From an optimization exercise on the open Yosys and OpenROAD flow, aimed at small area; shortcuts taken in it are not production practice. Where RTL was checked, it was by simulation tests only, not by an equivalence proof against the original. No activity file was given, so power comes from the tool's default toggle rates.

==> module valu_round, before the edit <==
module valu_round (
  input  logic [17:0] q,
  input  logic [15:0] acc,
  input  logic        use_acc,
  input  logic        half,
  input  logic        frac,
  output logic [15:0] r
);
  logic [17:0] d;
  logic [9:0]  s_lo;
  logic [8:0]  s_hi;
  logic [17:0] s;
  logic        sat_hi, sat_lo;
  assign d    = {acc[15], acc[15:8], half & acc[7], acc[7:0]} & {18{use_acc}};
  assign s_lo = {1'b0, q[8:0]} + {1'b0, d[8:0]};
  assign s_hi = q[17:9] + d[17:9] + {8'd0, s_lo[9] & ~half};
  assign s    = {s_hi, s_lo[8:0]};
  assign sat_hi = frac && (s[17] != s[16]);
  assign sat_lo = frac && (s[8] != s[7]);
  always_comb begin
    r[15:8] = sat_hi ? {s[17], {7{~s[17]}}} : s[16:9];
    if (half) r[7:0] = sat_lo ? {s[8], {7{~s[8]}}} : s[7:0];
    else      r[7:0] = sat_hi ? {8{~s[17]}} : s[7:0];
  end
endmodule
clock: 7.0 ns
lec_check: 0
abc_area: 1
cap_margin: 20
core_margin: 2
core_utilization: 40
slew_margin: 20
run.sh (not shown) runs the stock make flow with config.mk's settings and CLKGATE_MAP_FILE= SYNTH_SCRIPT=/design/flow/synth_recipe.tcl, a recipe that flattens the netlist after the stock synthesis.
Rerun with:
--- a/flow/design.v
+++ b/flow/design.v
@@ -811,20 +811,35 @@
   input  logic        use_acc,
   input  logic        half,
   input  logic        frac,
   output logic [15:0] r
 );
   logic [17:0] d;
-  logic [9:0]  s_lo;
-  logic [8:0]  s_hi;
   logic [17:0] s;
+  logic [18:0] c;
   logic        sat_hi, sat_lo;
-  assign d    = {acc[15], acc[15:8], half & acc[7], acc[7:0]} & {18{use_acc}};
-  assign s_lo = {1'b0, q[8:0]} + {1'b0, d[8:0]};
-  assign s_hi = q[17:9] + d[17:9] + {8'd0, s_lo[9] & ~half};
-  assign s    = {s_hi, s_lo[8:0]};
+  assign d = {acc[15], acc[15:8], half & acc[7], acc[7:0]} & {18{use_acc}};
+  assign c[0] = 1'b0;
+  for (genvar i = 0; i < 18; i++) begin : g_bit
+    assign s[i] = q[i] ^ d[i] ^ c[i];
+    if (i != 8) begin : g_c
+      assign c[i+1] = (q[i] & d[i]) | (q[i] & c[i]) | (d[i] & c[i]);
+    end
+  end
+  logic [7:0] gg, pp;
+  logic [3:0] g2, p2;
+  logic [1:0] g4;
+  assign gg = q[7:0] & d[7:0];
+  assign pp = q[7:0] | d[7:0];
+  for (genvar k = 0; k < 4; k++) begin : g_la2
+    assign g2[k] = gg[2*k+1] | (pp[2*k+1] & gg[2*k]);
+    assign p2[k] = pp[2*k+1] & pp[2*k];
+  end
+  assign g4[0] = g2[1] | (p2[1] & g2[0]);
+  assign g4[1] = g2[3] | (p2[3] & g2[2]);
+  assign c[9]  = ~half & (g4[1] | (p2[3] & p2[2] & g4[0]));
   assign sat_hi = frac && (s[17] != s[16]);
   assign sat_lo = frac && (s[8] != s[7]);
   always_comb begin
     r[15:8] = sat_hi ? {s[17], {7{~s[17]}}} : s[16:9];
     if (half) r[7:0] = sat_lo ? {s[8], {7{~s[8]}}} : s[7:0];
     else      r[7:0] = sat_hi ? {8{~s[17]}} : s[7:0];
Outcome: Utilization is about the same. Via count goes down by a few percent. First-iteration DRC count goes down slightly. Fmax goes down slightly. Worst hold slack is about the same. Final cell count goes down by a few percent. Power hardly moves. Sequential power goes up by a few percent. Wire length goes down slightly.
Only the layout flow was run in the second run of this note; the RTL was not checked for function there.

========
== the reference run ==
valu_top, a different RTL version from the one above (not shown whole).
Size: roughly 340 flip-flops, about 200 I/O pins, about 42000 µm² of cells after synthesis.
==> module valu_top, before the edit <==
module valu_top (
  input  logic                   clk,
  input  logic                   reset,
  input  logic                   in_valid,
  input  valu_op_pkg::vop_e      in_op,
  input  logic                   in_frac,
  input  logic                   in_half,
  input  logic [(4 * 16)-1:0] in_a,
  input  logic [(4 * 16)-1:0] in_b,
  output logic                   result_valid,
  output logic [(4 * 16)-1:0] result
);
  logic            is_mul, add_b, neg_b, use_acc, save;
  logic [4*18-1:0] q_next, q1;
  logic [63:0]     r_next, r2, r3;
  logic [63:0]     acc;
  logic            v1, v2, v3;
  logic            frac1, half1, acc1, save1;
  valu_decode valu_decode_i (.in_op, .is_mul, .add_b, .neg_b, .use_acc, .save);
  for (genvar l = 0; l < 4; l++) begin : g_lane
    valu_add valu_add_i (
      .a(in_a[16*l +: 16]), .b(in_b[16*l +: 16]), .half(in_half), .frac(in_frac),
      .is_mul, .add_b, .neg_b, .q(q_next[18*l +: 18])
    );
    valu_round valu_round_i (
      .q(q1[18*l +: 18]), .acc(acc[16*l +: 16]), .use_acc(acc1), .half(half1), .frac(frac1),
      .r(r_next[16*l +: 16])
    );
  end
  always_ff @(posedge clk or posedge reset) begin
    if (reset) begin
      v1           <= 1'b0;
      v2           <= 1'b0;
      v3           <= 1'b0;
      result_valid <= 1'b0;
      acc          <= '0;
    end else begin
      v1           <= in_valid;
      v2           <= v1;
      v3           <= v2;
      result_valid <= v3;
      if (v1 && save1) acc <= r_next;
    end
  end
  always_ff @(posedge clk) begin
    q1     <= q_next;
    frac1  <= in_frac;
    half1  <= in_half;
    acc1   <= use_acc;
    save1  <= save;
    r2     <= r_next;
    r3     <= r2;
    result <= r3;
  end
endmodule
make LEC_CHECK=0 ABC_AREA=1 CAP_MARGIN=20 CORE_MARGIN=2 CORE_UTILIZATION=40 CTS_BUF_LIST='sky130_fd_sc_hd__clkbuf_4 sky130_fd_sc_hd__clkbuf_8' SLEW_MARGIN=20 finish   # period 7.0 ns
For the trial run, these inputs were changed with respect to the reference run:
--- a/flow/design.v
+++ b/flow/design.v
@@ -857,47 +857,58 @@
   input  logic [(4 * 16)-1:0] in_b,
   output logic                   result_valid,
   output logic [(4 * 16)-1:0] result
 );
+  logic [63:0]     a0, b0;
+  logic            frac0, half0;
   logic            is_mul, add_b, neg_b, use_acc, save;
+  logic            mul0, add_b0, neg_b0, use_acc0, save0;
   logic [4*18-1:0] q_next, q1;
-  logic [63:0]     r_next, r2, r3;
+  logic [63:0]     r_next, r2;
   logic [63:0]     acc;
-  logic            v1, v2, v3;
+  logic            v0, v1, v2;
   logic            frac1, half1, acc1, save1;
   valu_decode valu_decode_i (.in_op, .is_mul, .add_b, .neg_b, .use_acc, .save);
   for (genvar l = 0; l < 4; l++) begin : g_lane
     valu_add valu_add_i (
-      .a(in_a[16*l +: 16]), .b(in_b[16*l +: 16]), .half(in_half), .frac(in_frac),
-      .is_mul, .add_b, .neg_b, .q(q_next[18*l +: 18])
+      .a(a0[16*l +: 16]), .b(b0[16*l +: 16]), .half(half0), .frac(frac0),
+      .is_mul(mul0), .add_b(add_b0), .neg_b(neg_b0), .q(q_next[18*l +: 18])
     );
     valu_round valu_round_i (
       .q(q1[18*l +: 18]), .acc(acc[16*l +: 16]), .use_acc(acc1), .half(half1), .frac(frac1),
       .r(r_next[16*l +: 16])
     );
   end
   always_ff @(posedge clk or posedge reset) begin
     if (reset) begin
+      v0           <= 1'b0;
       v1           <= 1'b0;
       v2           <= 1'b0;
-      v3           <= 1'b0;
       result_valid <= 1'b0;
       acc          <= '0;
     end else begin
-      v1           <= in_valid;
+      v0           <= in_valid;
+      v1           <= v0;
       v2           <= v1;
-      v3           <= v2;
-      result_valid <= v3;
+      result_valid <= v2;
       if (v1 && save1) acc <= r_next;
     end
   end
   always_ff @(posedge clk) begin
+    a0     <= in_a;
+    b0     <= in_b;
+    mul0     <= is_mul;
+    add_b0   <= add_b;
+    neg_b0   <= neg_b;
+    use_acc0 <= use_acc;
+    save0    <= save;
+    frac0  <= in_frac;
+    half0  <= in_half;
     q1     <= q_next;
-    frac1  <= in_frac;
-    half1  <= in_half;
-    acc1   <= use_acc;
-    save1  <= save;
+    frac1  <= frac0;
+    half1  <= half0;
+    acc1   <= use_acc0;
+    save1  <= save0;
     r2     <= r_next;
-    r3     <= r2;
-    result <= r3;
+    result <= r2;
   end
 endmodule
--- outcome ---
Looking at fmax, the trial run sits about 1.8% higher than the reference run does.
The trial run ends up with a mean instance size in the synthesized netlist that is about 1% higher than in the reference run.
Final total power on the trial run is ahead of the reference run.
in_op[0] as the launch point of the critical path was reported by the reference run, and mul0 by the trial run.
Lower gate count after technology mapping goes to the reference run over the trial run.
In the metrics for the trial run and the reference run, the one carrying the lower flip-flop and latch count is the reference run.
The trial run vs the reference run — worst supply voltage drop on vdd dropped 0.079 mV.
Cmp the trial run and the reference run / clock network power / higher: the trial run
Critical path depth was higher in the reference run than in the trial run.
Compared to the reference run, the trial run has first-pass GRT wire length 3.3 mm higher.
In the tables for the trial run and the reference run, synthesized net count reads lower with the reference run.
Against the reference run as the reference, the trial run delivers a lower final critical-path required period.
Multi-input logic portion of the cell area in the trial run vs the reference run: up 3.3 points
Compared the trial run vs the reference run, and sequential share of layout area is up in the trial run.
Final estimated routing congestion in global placement | the trial run below the reference run
No functional check of the RTL was part of any run of this note.

## port drivers added, routing unchanged
The flow's constraints put no driver on any port. The routed layouts listed below were extracted and timed again, unchanged, in two steps. Step 1 assumes that a clkbuf_16 drives the clock port and a buf_2 every other input. Step 2 also shifts input and output timing later by t, the mid clock arrival at the registers, as if the neighbouring blocks saw the same clock. Three values: no drivers, after step 1, after step 2; two values: the first two.
run | t, ns | setup WS [ns] | hold WS [ns] | worst setup path at the end
the first run of note 1 | 0.694 | 0.421 / 0.421 / 0.421 | 0.324 / 0.324 / 0.324 | register to register
the second run of note 1 | 0.711 | 0.379 / 0.379 / 0.379 | 0.325 / 0.325 / 0.325 | register to register
the reference run | 0.665 | 0.288 / 0.325 / -0.341 | 0.311 / 0.311 / 0.311 | input to register
the trial run | 0.773 | 0.405 / 0.405 / 0.405 | 0.326 / 0.326 / 0.326 | register to register
With both steps, setup timing fails in the reference run, where it was met with ideal ports. The setup slack of the reference run, which loses most, moves by +0.037 ns with the drivers and by -0.629 ns with both steps.
